From an optimization exercise on the open Yosys and OpenROAD flow, aimed at small area, a short achievable clock period and few clock cycles per item; shortcuts taken in it are not production practice. Only simulation tests tie the RTL to the original design; equivalence was not proved.

## flow/design.v

```verilog
module masked_sbox_pipe #(
  parameter int LANES  = 4,
  parameter int STAGES = 2
) (
  input  logic                 clk,
  input  logic                 rst,
  input  logic                 in_valid,
  output logic                 in_ready,
  input  logic                 in_encrypt,
  input  logic [8*LANES-1:0]   in_a,
  input  logic [8*LANES-1:0]   in_m,
  input  logic [8*LANES-1:0]   in_n,
  input  logic                 flush,
  output logic                 out_valid,
  input  logic                 out_ready,
  output logic [8*LANES-1:0]   out_q,
  output logic [8*LANES-1:0]   out_n,
  output logic                 mask_err
);
  localparam int W = 8 * LANES;
  function automatic logic [7:0] gmul(input logic [7:0] ga, input logic [7:0] gb);
    logic [7:0] pr;
    logic [7:0] sh;
    pr = 8'h00;
    sh = ga;
    for (int k = 0; k < 8; k++) begin
      pr = pr ^ (gb[k] ? sh : 8'h00);
      sh = {sh[6:0], 1'b0} ^ (sh[7] ? 8'h1b : 8'h00);
    end
    gmul = pr;
  endfunction
  function automatic logic [7:0] sq(input logic [7:0] s);
    sq = gmul(s, s);
  endfunction
  function automatic logic [7:0] lmap(input logic [7:0] y);
    lmap = y ^ {y[6:0], y[7]} ^ {y[5:0], y[7:6]} ^ {y[4:0], y[7:5]} ^ {y[3:0], y[7:4]};
  endfunction
  function automatic logic [7:0] linv(input logic [7:0] y);
    linv = {y[6:0], y[7]} ^ {y[4:0], y[7:5]} ^ {y[1:0], y[7:2]};
  endfunction
  function automatic logic [7:0] mmul(input logic [7:0] xa, input logic [7:0] ma,
                                      input logic [7:0] xb, input logic [7:0] mb,
                                      input logic [7:0] mc);
    mmul = gmul(xa, xb) ^ mc ^ gmul(xa, mb) ^ gmul(ma, xb) ^ gmul(ma, mb);
  endfunction
  function automatic logic [7:0] minv(input logic [7:0] xd, input logic [7:0] xm,
                                      input logic [7:0] xo);
    logic [7:0] x2, m2, x3, x12, m4, x14, x15, x240, m16;
    x2   = sq(xd);
    m2   = sq(xm);
    x3   = mmul(x2, m2, xd, xm, xm);
    x12  = sq(sq(x3));
    m4   = sq(sq(xm));
    x15  = mmul(x12, m4, x3, xm, xm);
    x14  = mmul(x12, m4, x2, m2, xm);
    x240 = sq(sq(sq(sq(x15))));
    m16  = sq(sq(sq(sq(xm))));
    minv = mmul(x240, m16, x14, xm, xo);
  endfunction
  logic [W-1:0] p0_d, p0_v, p0_w, p1_y, p2_q;
  logic [W-1:0] a_d, a_m, a_w, a_n, sa_d, sa_m, sa_w, sa_n;
  logic [W-1:0] b_y, b_n, sb_y, sb_n, c_q, c_n;
  logic a_v, a_e, b_v, b_e, c_v, err;
  logic sa_v, sa_e, sb_v, sb_e;
  logic a_rdy, b_rdy, c_rdy, acc, zero;
  always_comb begin
    p0_d = '0;
    p0_v = '0;
    p0_w = '0;
    zero = 1'b0;
    for (int i = 0; i < LANES; i++) begin
      p0_d[8*i +: 8] = in_encrypt ? in_a[8*i +: 8] : linv(in_a[8*i +: 8]) ^ 8'h05;
      p0_v[8*i +: 8] = in_encrypt ? in_m[8*i +: 8] : linv(in_m[8*i +: 8]);
      p0_w[8*i +: 8] = in_encrypt ? linv(in_n[8*i +: 8]) : in_n[8*i +: 8];
      zero = zero | (in_m[8*i +: 8] == 8'h00) | (in_n[8*i +: 8] == 8'h00);
    end
  end
  assign sa_v = (STAGES == 3) ? a_v : in_valid;
  assign sa_e = (STAGES == 3) ? a_e : in_encrypt;
  assign sa_d = (STAGES == 3) ? a_d : p0_d;
  assign sa_m = (STAGES == 3) ? a_m : p0_v;
  assign sa_w = (STAGES == 3) ? a_w : p0_w;
  assign sa_n = (STAGES == 3) ? a_n : in_n;
  always_comb begin
    p1_y = '0;
    for (int i = 0; i < LANES; i++)
      p1_y[8*i +: 8] = minv(sa_d[8*i +: 8], sa_m[8*i +: 8], sa_w[8*i +: 8]);
  end
  assign sb_v = (STAGES >= 2) ? b_v : sa_v;
  assign sb_e = (STAGES >= 2) ? b_e : sa_e;
  assign sb_y = (STAGES >= 2) ? b_y : p1_y;
  assign sb_n = (STAGES >= 2) ? b_n : sa_n;
  always_comb begin
    p2_q = '0;
    for (int i = 0; i < LANES; i++)
      p2_q[8*i +: 8] = sb_e ? lmap(sb_y[8*i +: 8]) ^ 8'h63 : sb_y[8*i +: 8];
  end
  assign c_rdy         = ~c_v | out_ready;
  assign b_rdy         = (STAGES >= 2) ? (~b_v | c_rdy) : c_rdy;
  assign a_rdy         = (STAGES == 3) ? (~a_v | b_rdy) : b_rdy;
  assign in_ready      = a_rdy & ~flush;
  assign acc           = in_valid & in_ready;
  assign out_valid     = c_v;
  assign out_q         = c_q;
  assign out_n         = c_n;
  assign mask_err      = err;
  always_ff @(posedge clk or posedge rst) begin
    if (rst) begin
      a_v <= 1'b0;
      b_v <= 1'b0;
      c_v <= 1'b0;
      c_q <= '0;
      c_n <= '0;
      err <= 1'b0;
    end else if (flush) begin
      a_v <= 1'b0;
      b_v <= 1'b0;
      c_v <= 1'b0;
      err <= 1'b0;
    end else begin
      if (a_rdy) a_v <= in_valid;
      if (b_rdy) b_v <= sa_v;
      if (c_rdy) c_v <= sb_v;
      if (c_rdy & sb_v) begin
        c_q <= p2_q;
        c_n <= sb_n;
      end
      if (acc & zero) err <= 1'b1;
    end
  end
  always_ff @(posedge clk) begin
    if (acc) begin
      a_e <= in_encrypt;
      a_d <= p0_d;
      a_m <= p0_v;
      a_w <= p0_w;
      a_n <= in_n;
    end
    if (b_rdy & sa_v & ~flush) begin
      b_e <= sa_e;
      b_y <= p1_y;
      b_n <= sa_n;
    end
  end
endmodule
```

## flow/run.sh

```bash
#!/bin/bash
# synth_recipe.tcl (not shown) runs the flow's synth.tcl, then flattens the netlist and writes it again
# the make line also repeats each setting of config.mk as NAME=value (left out here)
make -C /OpenROAD-flow-scripts/flow DESIGN_CONFIG=/design/flow/config.mk WORK_HOME=/design/flow/orfs CLKGATE_MAP_FILE= SYNTH_SCRIPT=/design/flow/synth_recipe.tcl finish
```

## flow/config.mk

```make
export PLATFORM = sky130hd
export DESIGN_NAME = masked_sbox_pipe
export DESIGN_NICKNAME = masked_sbox_pipe
export VERILOG_FILES = /design/flow/design.v
export SDC_FILE = /design/flow/constraint.sdc
export NUM_CORES = 4
export LEC_CHECK = 0
export CAP_MARGIN = 20
export CORE_MARGIN = 2
export CORE_UTILIZATION = 40
export SLEW_MARGIN = 20
```

## flow/constraint.sdc

```tcl
create_clock -name core_clock -period 27.0 [get_ports {clk}]
set_input_delay 5.4000 -clock core_clock [delete_from_list [all_inputs] [get_ports {clk}]]
set_output_delay 5.4000 -clock core_clock [all_outputs]
set_load 0.01 [all_outputs]
```

==> results.py <==
metrics = {
    "status": {
        "status": "timing/DRC/antenna clean",
    },
    "sta": {
        "rsz0062_at_grt": "yes",
        "finalSetupTns_ps": 0,
        "worst_pin_slew_ps": 1230,
        "setup_violations": 0,
        "fmax_mhz": 38.4,
        "setup_ws_ps": 941,
        "hold_viol_final": 0,
        "fin_crit_ps": 26060,
        "fin_crit_sh_pct": 96.5,
        "finClkSkew_ps": 30.9,
        "relSlewSlack_pct": 17.5,
        "slew_viol_final": 0,
    },
    "grt": {
        "grt.total_usage_pct": 24.7,
        "grt-ovfl-total": 0,
        "grt_max_degree": 53,
        "grt_first_pass_wirelength_um": 526000,
        "antenna_found_initial": 18,
        "grt_pass1_vias": 89177,
    },
    "critical_path": {
        "cp-startpoint": "in_m[6]",
        "cp.required_ps": 27250,
        "path_buf_inv": 13,
        "critPathSlowestCell": "or4_1",
        "reg2reg_from": "c_v",
        "path_delay_family": "XOR/XNOR gates",
        "cp_slowest_stage_delay_ps": 610,
        "start_kind": "input pin",
        "cp_max_fo": 14,
        "path_common_cell": "xnor2_1",
        "critPathCaptureType": "flip-flop",
        "arrival_ps": 26310,
        "path_class": "input pin to flip-flop",
    },
    "finish": {
        "fin_cells": 17533,
        "nets": 14526,
        "area_growth_pct": 11.0,
        "finish.utilization_pct": 44.6,
        "finalInstanceArea_um2": 114000,
        "drive_above_1_share_pct": 12.3,
    },
    "yosys": {
        "synthCells": 13979,
        "synth_edf_count": 65,
        "async_reset_ff_share_pct": 50.8,
        "synth_seq_cells": 132,
        "ys_warn_count": 1,
        "ys_seq_area_share_pct": 3.52,
        "synth.avg_cell_area_um2": 7.38,
        "synth_fp_nets": 14377,
        "yosysUniqueCellTypes": 140,
        "synth_area_um2": 103000,
        "synth_top_flop_cell": "dfrtp_1",
    },
    "drt": {
        "route.met2.wl_um": 157000,
        "top_layer_used": "met4",
        "drt_iter0_markers": 8512,
        "drc": 0,
        "drt-pass1-iter-count": 6,
        "postRouteAntennaNets": 0,
        "wl_um": 338000,
        "wl_met3_um": 21000,
        "met1Wirelength_um": 151000,
        "viasPerCell": 5.46,
        "wl_per_cell_um": 19.3,
        "vias": 95782,
    },
    "floorplan": {
        "pin_count": 169,
        "die_area_um2": 262000,
        "initial_core_util_pct": 40.2,
        "rows": 186,
        "die_y_um": 512,
        "die_x_um": 512,
        "core-area_um2": 257000,
    },
    "cts": {
        "cts_tree": "yes",
        "ctsHoldBuffers": 0,
        "htreeDepth": 4,
        "ctsLongestPathBuffers": 2,
        "cts.root.buffer_cell": "clkbuf_16",
        "clk_pin_slew_ps": 90,
        "clock_latency_ps": 520,
        "cts_buffers": 17,
        "cts_sinks": 132,
    },
    "place": {
        "hpwl_um": 255000,
        "place_congestion": 0.963,
        "dp_cells": 17381,
        "port-buffer-count": 168,
        "post-place-ws_ps": -567,
        "placedInstanceArea_um2": 112000,
    },
    "min_path": {
        "hp-start": "b_n[16]",
        "hold_path_class": "flip-flop to flip-flop",
    },
    "job": {
        "maxCapViolations": 0,
    },
}
-- final timing paths --
| kind | to | slack [ps] | cells past startpoint |
|---|---|---|---|
| max | b_y[4] | 940 | 87 |
| min | c_n[16] | 470 | 1 |
| max reg2reg | c_n[22] | 24190 | 5 |
| min reg2reg | c_n[16] | 470 | 1 |
| max in group asynchronous | c_n[10] | 20640 | 3 |
| min in group asynchronous | b_v | 5240 | 2 |
-- kinds of logic after synthesis --
kind of cell	after synthesis	synth area share (%)
AOI/OAI and AO/OA	2178	13.8
xor gates and xnor gates	4949	49.9
DFF	132	3.52
adders and majority gates	297	3.60
buffers and inverters	1364	5.80
and+or+nand+nor	4694	19.6
muxes	365	3.72
-- cell usage after synthesis (25+ instances only) --
master	number	area [um2]
xnor2_1	3539	31000
nor3b_1	25	188
clkbuf_1	497	1870
xor3_1	59	1400
o31ai_1	31	233
nand4_1	35	219
and3_1	77	482
o32ai_1	36	315
mux2i_1	278	2780
nand2b_1	102	638
a31oi_1	90	563
buf_1	98	368
a21oi_1	608	3040
nor4_1	47	294
inv_1	284	1070
xnor2_2	113	1840
inv_2	88	330
o21ai_0	392	1960
o21ai_1	66	330
mux2_2	74	833
o211ai_1	74	556
a211o_1	28	245
clkinv_1	33	124
or3_1	67	419
nand3_1	234	1170
nor2_1	2125	7980
xor2_1	766	6710
edfxtp_1	65	1950
o22ai_1	160	1000
nor2b_1	115	719
ha_1	296	3700
and2_1	67	419
a211oi_1	91	683
o21a_1	73	548
a22oi_1	71	533
xor2_2	34	553
nor3_1	289	1450
xnor3_1	398	8960
nand2_1	1379	5180
a21o_1	48	360
dfrtp_1	67	1680
a221oi_1	36	315
buf_6	33	372
buf_2	258	1290
buf_4	61	458
-- registers in the layout, indices dropped and copies added, names as in the netlist --
name / count
b_e: 1
c_v: 1
c_q: 32
b_v: 1
b_n: 32
c_n: 32
b_y: 32
err: 1
-- placed cells by master (no fill, tap or decap), types with 164 or more instances in the layout --
cell type / instances
xnor2_1: 3431
nor2_1: 2122
nand2_1: 1377
buf_4: 897
xor2_1: 722
a21oi_1: 605
o21ai_0: 389
xnor3_1: 364
nor3_1: 286
inv_1: 278
mux2i_1: 275
ha_1: 254
nand3_1: 234
xnor2_2: 197
clkdlybuf4s50_1: 164
-- stage by stage --
stage | hold slack, ps
2_1_floorplan | 454
3_3_place_gp | 454
3_5_place_dp | 461
4_1_cts | 469
5_1_grt | 485
6_report | 472
-- final cells by class --
cell class	count	area, um2
Inverter	414	1600
Timing Repair Buffer	1080	8660
Antenna cell	8	20.0
Clock buffer	17	425
Multi-Input combinational cell	12483	95700
Sequential cell	132	3630
Tap cell	3384	4230
Clock inverter	15	175
Fill cell	25978	142000
-- worst reg2reg max path: cells and delay by family, from the launching register on --
family                 cells  cell delay (ps)
and+or+nand+nor            2              600
DFF                        1              380
muxes                      1              470
buffers and inverters      2             1230
-- routing by layer --
metal | vias up | global-route usage [%]
met5 | - | 0
met2 | 3322 | 41.0
li1 | 46881 | -
met1 | 45058 | 34.1
met3 | 521 | 1.77
met4 | 0 | 6.80
-- timing repair --
| item | 4_1_cts | 5_1_grt |
|---|---|---|
| pin swaps | 1 | 84 |
| buffers inserted | 1 | 111 |
| endpoints found under the setup margin | 5 | 32 |
| gates resized for setup | 0 | 225 |
Testbench counts, summed over its fixed seeds: cycles 4,112, items 4,096.

[re-timing with driven ports]
Ports are ideal in the flow. The routed layout listed here was re-timed in OpenROAD.
Step 1: set_driving_cell puts a clkbuf_16 on clk and a buf_2 on each other input, an assumption about the parent block.
Step 2 adds t to the input delays and takes it off the output delays; t is the mean of the earliest and latest rising clock arrival at the registers after step 1. Input paths then give back, and output paths get back, about the clock's delay inside the block.
Slacks: ideal ports / drivers / drivers and shift; pairs: ideal ports / drivers.
shift t [ns]: 0.558
setup slack, ns: 0.941 / 0.919 / 0.360
worst setup path after step 2: input to register
worst data-port slew with drivers (ns): 0.27
After both steps setup and hold are still met in this run. For this run, drivers alone change the setup slack by -0.022 ns; drivers and shift together by -0.581 ns.
